From an optimization exercise on the open Yosys and OpenROAD flow, aimed at small area and a short achievable clock period; shortcuts taken in it are not production practice. Only simulation tests tie the RTL to the original design; equivalence was not proved. No activity file was given, so power comes from the tool's default toggle rates.

==> module memory_sync, before the edit <==
module memory_sync #(
  parameter int WIDTH  = 8,
  parameter int DEPTH  = 256,
  parameter int ADDR_W = 8
) (
  input  logic              clk,
  input  logic              rst,
  input  logic [WIDTH-1:0]  in,
  input  logic [ADDR_W-1:0] address,
  input  logic              write,
  input  logic              read,
  output logic [WIDTH-1:0]  out,
  output logic              valid,
  output logic              busy
  ,
  input  logic              inject_err,
  output logic              parity_err
);
  localparam int MW = WIDTH + 1;
  localparam int LO_W  = ADDR_W / 2;
  localparam int HI_W  = ADDR_W - LO_W;
  localparam int NROWS = 1 << ADDR_W;      
  localparam int NRDY  = 8;                
  logic [ADDR_W-1:0]    cnt;
  logic                 sweep_end;         
  logic [NRDY-1:0]      ready_q;           
  logic [NRDY-1:0]      ready_d;
  logic [MW-1:0]        wr_word;
  logic [MW-1:0]        dcol;              
  logic [(1<<LO_W)-1:0] lo;
  logic [(1<<HI_W)-1:0] hi;
  logic [NROWS-1:0]     ns;                
  logic [NROWS-1:0]     we;                
  logic [NROWS-1:0]     nwe;               
  logic [MW-1:0]        mem_q [NROWS];
  logic [MW-1:0]        mem_d [NROWS];
  logic [MW-1:0]        rd_t [2];          
  logic                 rd_ok;             
  logic                 ns1;               
  logic                 s2;                
  logic                 hold;              
  logic [MW-1:0]        cur;               
  logic [MW-1:0]        nx;                
  logic [MW-1:0]        rd_d;              
  assign wr_word = {inject_err, in};
  assign dcol = busy ? '0 : wr_word;
  always_comb begin
    for (int k = 0; k < (1 << LO_W); k++) lo[k] = (address[LO_W-1:0] == LO_W'(k));
    for (int k = 0; k < (1 << HI_W); k++) hi[k] = (address[ADDR_W-1:LO_W] == HI_W'(k));
  end
  for (genvar i = 0; i < NROWS; i++) begin : g_row
    ms_nand2 u_sel (.a(hi[i >> LO_W]), .b(lo[i % (1 << LO_W)]), .y(ns[i]));
    if (i < DEPTH) begin : g_st
      ms_o21ai u_we  (.a1(ns[i]), .a2(!write), .b1(ready_q[i / (NROWS / NRDY)]), .y(we[i]));
      ms_o21a  u_nwe (.a1(ns[i]), .a2(!write), .b1(ready_q[i / (NROWS / NRDY)]), .x(nwe[i]));
      for (genvar b = 0; b < MW; b++) begin : g_bit
        ms_a22o u_d (.a1(mem_q[i][b]), .a2(nwe[i]), .b1(dcol[b]), .b2(we[i]), .x(mem_d[i][b]));
      end
      always_ff @(posedge clk) mem_q[i] <= mem_d[i];
    end else begin : g_none
      assign we[i]    = 1'b0;
      assign nwe[i]   = 1'b1;
      assign mem_q[i] = '1;                
      assign mem_d[i] = '1;
    end
  end
  if (NROWS == 256) begin : g_tree
    for (genvar b = 0; b < MW; b++) begin : g_rd
      logic [127:0] t1;
      logic [63:0]  t2;
      logic [15:0]  t3;
      logic [7:0]   t4;
      logic [1:0]   t5;
      for (genvar p = 0; p < 128; p++) begin : g_l1
        ms_o22ai u (.a1(ns[2*p]), .a2(mem_q[2*p][b]), .b1(ns[2*p+1]), .b2(mem_q[2*p+1][b]),
                    .y(t1[p]));
      end
      for (genvar p = 0; p < 64; p++) begin : g_l2
        ms_nor2 u (.a(t1[2*p]), .b(t1[2*p+1]), .y(t2[p]));
      end
      for (genvar p = 0; p < 16; p++) begin : g_l3
        ms_nand4 u (.a(t2[4*p]), .b(t2[4*p+1]), .c(t2[4*p+2]), .d(t2[4*p+3]), .y(t3[p]));
      end
      for (genvar p = 0; p < 8; p++) begin : g_l4
        ms_nor2 u (.a(t3[2*p]), .b(t3[2*p+1]), .y(t4[p]));
      end
      for (genvar p = 0; p < 2; p++) begin : g_l5
        ms_nand4 u (.a(t4[4*p]), .b(t4[4*p+1]), .c(t4[4*p+2]), .d(t4[4*p+3]), .y(t5[p]));
      end
      assign rd_t[0][b] = t5[0];
      assign rd_t[1][b] = t5[1];
    end
  end else begin : g_flat
    always_comb begin
      rd_t[0] = '1;
      rd_t[1] = '0;
      for (int i = 0; i < DEPTH; i++) if (!ns[i]) rd_t[0] = ~mem_q[i];
    end
  end
  assign rd_ok = !rst && !busy && read;
  assign ns1   = !(rd_ok && !write);
  assign s2    = rd_ok && write;
  assign hold  = !rst && (busy || !read);
  assign cur   = {1'b0, out};           
  assign nx    = ~((wr_word & {MW{s2}}) | (cur & {MW{hold}}));
  for (genvar b = 0; b < MW; b++) begin : g_out
    ms_o31ai u (.a1(rd_t[0][b]), .a2(rd_t[1][b]), .a3(ns1), .b1(nx[b]), .y(rd_d[b]));
  end
  always_ff @(posedge clk) begin
    out <= rd_d[WIDTH-1:0];
    parity_err <= rd_d[MW-1];
    valid <= rd_ok;
  end
  assign sweep_end = busy && (cnt == ADDR_W'(DEPTH - 1));
  for (genvar k = 0; k < NRDY; k++) begin : g_rdy
    ms_ready u (.rst(rst), .q(ready_q[k]), .sweep_end(sweep_end), .d(ready_d[k]));
  end
  always_ff @(posedge clk) ready_q <= ready_d;
  always_ff @(posedge clk) begin
    if (rst) begin
      cnt  <= '0;
      busy <= 1'b1;
    end else if (busy) begin
      cnt <= cnt + ADDR_W'(1);
      if (sweep_end) busy <= 1'b0;
    end
  end
endmodule
==> module ms_ready, before the edit <==
module ms_ready (input logic rst, q, sweep_end, output logic d);
  assign d = !rst && (q || sweep_end);
endmodule
clock: 5.0 ns
lec_check: 0
cap_margin: 20
core_margin: 2
core_utilization: 40
cts_cluster_diameter: 70
cts_cluster_size: 30
place_density: 0.75
setup_slack_margin: 2.6
slew_margin: 20
synth_hierarchical: 1
synth_minimum_keep_size: 0
run.sh (not shown) runs the stock make flow with config.mk's settings and CLKGATE_MAP_FILE= SYNTH_SCRIPT=/design/flow/synth_recipe.tcl, a recipe that flattens the netlist after the stock synthesis.
The first run produced a clean layout.
Rerun with:
--- a/flow/design.v
+++ b/flow/design.v
@@ -19,13 +19,9 @@
   localparam int MW = WIDTH + 1;
   localparam int LO_W  = ADDR_W / 2;
   localparam int HI_W  = ADDR_W - LO_W;
   localparam int NROWS = 1 << ADDR_W;      
-  localparam int NRDY  = 8;                
   logic [ADDR_W-1:0]    cnt;
-  logic                 sweep_end;         
-  logic [NRDY-1:0]      ready_q;           
-  logic [NRDY-1:0]      ready_d;
   logic [MW-1:0]        wr_word;
   logic [MW-1:0]        dcol;              
   logic [(1<<LO_W)-1:0] lo;
   logic [(1<<HI_W)-1:0] hi;
@@ -50,10 +46,10 @@
   end
   for (genvar i = 0; i < NROWS; i++) begin : g_row
     ms_nand2 u_sel (.a(hi[i >> LO_W]), .b(lo[i % (1 << LO_W)]), .y(ns[i]));
     if (i < DEPTH) begin : g_st
-      ms_o21ai u_we  (.a1(ns[i]), .a2(!write), .b1(ready_q[i / (NROWS / NRDY)]), .y(we[i]));
-      ms_o21a  u_nwe (.a1(ns[i]), .a2(!write), .b1(ready_q[i / (NROWS / NRDY)]), .x(nwe[i]));
+      ms_o21ai u_we  (.a1(ns[i]), .a2(!write), .b1(!busy), .y(we[i]));
+      ms_o21a  u_nwe (.a1(ns[i]), .a2(!write), .b1(!busy), .x(nwe[i]));
       for (genvar b = 0; b < MW; b++) begin : g_bit
         ms_a22o u_d (.a1(mem_q[i][b]), .a2(nwe[i]), .b1(dcol[b]), .b2(we[i]), .x(mem_d[i][b]));
       end
       always_ff @(posedge clk) mem_q[i] <= mem_d[i];
@@ -110,20 +106,15 @@
     out <= rd_d[WIDTH-1:0];
     parity_err <= rd_d[MW-1];
     valid <= rd_ok;
   end
-  assign sweep_end = busy && (cnt == ADDR_W'(DEPTH - 1));
-  for (genvar k = 0; k < NRDY; k++) begin : g_rdy
-    ms_ready u (.rst(rst), .q(ready_q[k]), .sweep_end(sweep_end), .d(ready_d[k]));
-  end
-  always_ff @(posedge clk) ready_q <= ready_d;
   always_ff @(posedge clk) begin
     if (rst) begin
       cnt  <= '0;
       busy <= 1'b1;
     end else if (busy) begin
       cnt <= cnt + ADDR_W'(1);
-      if (sweep_end) busy <= 1'b0;
+      if (cnt == ADDR_W'(DEPTH - 1)) busy <= 1'b0;
     end
   end
 endmodule
 module ms_nand2 (input logic a, b, output logic y);
@@ -149,7 +140,4 @@
 endmodule
 module ms_o31ai (input logic a1, a2, a3, b1, output logic y);
   assign y = !((a1 || a2 || a3) && b1);
 endmodule
-module ms_ready (input logic rst, q, sweep_end, output logic d);
-  assign d = !rst && (q || sweep_end);
-endmodule
Effect:
- core utilization increases by 0.78 points
- synthesized area hardly moves
- wire length grows by 3.8%
- worst setup slack is better by 0.13 ns
- cell count rises by about 1.5%
- die area hardly moves
- worst hold slack gains 0.029 ns
- total power rises by about 1.7%
- sequential power is about the same
- clock-buffer cell count goes up by 3

re-timing with driven ports:
The flow's constraints put no driver on any port. The routed layouts listed below were extracted and timed again, unchanged, in two steps.
Step 1 (the two cells are an assumption about what drives the block):
set clk [get_ports {clk}]
set_driving_cell -lib_cell sky130_fd_sc_hd__clkbuf_16 $clk
set_driving_cell -lib_cell sky130_fd_sc_hd__buf_2 [delete_from_list [all_inputs] $clk]
Step 2 also shifts input and output timing later by t, the mid clock arrival at the registers, as if the neighbouring blocks saw the same clock.
Three values: ideal, step 1, step 2; two values: the first two.
| run | t, ns | slack for setup (ns) | hold slack, ns | latest minus earliest clock arrival (ns) | slew at the worst register clock pin (ns) |
|---|---|---|---|---|---|
| the first run | 0.883 | 2.281 / 2.259 / 1.377 | 0.465 / 0.465 / 0.465 | 0.045 / 0.045 | 0.11 / 0.11 |
| the second run | 0.871 | 2.412 / 2.353 / 1.482 | 0.494 / 0.494 / 0.494 | 0.080 / 0.080 | 0.12 / 0.12 |
After both steps every run listed still meets setup and hold. The setup slack of the second run, which loses most, moves by -0.059 ns with the drivers and by -0.930 ns with both steps.
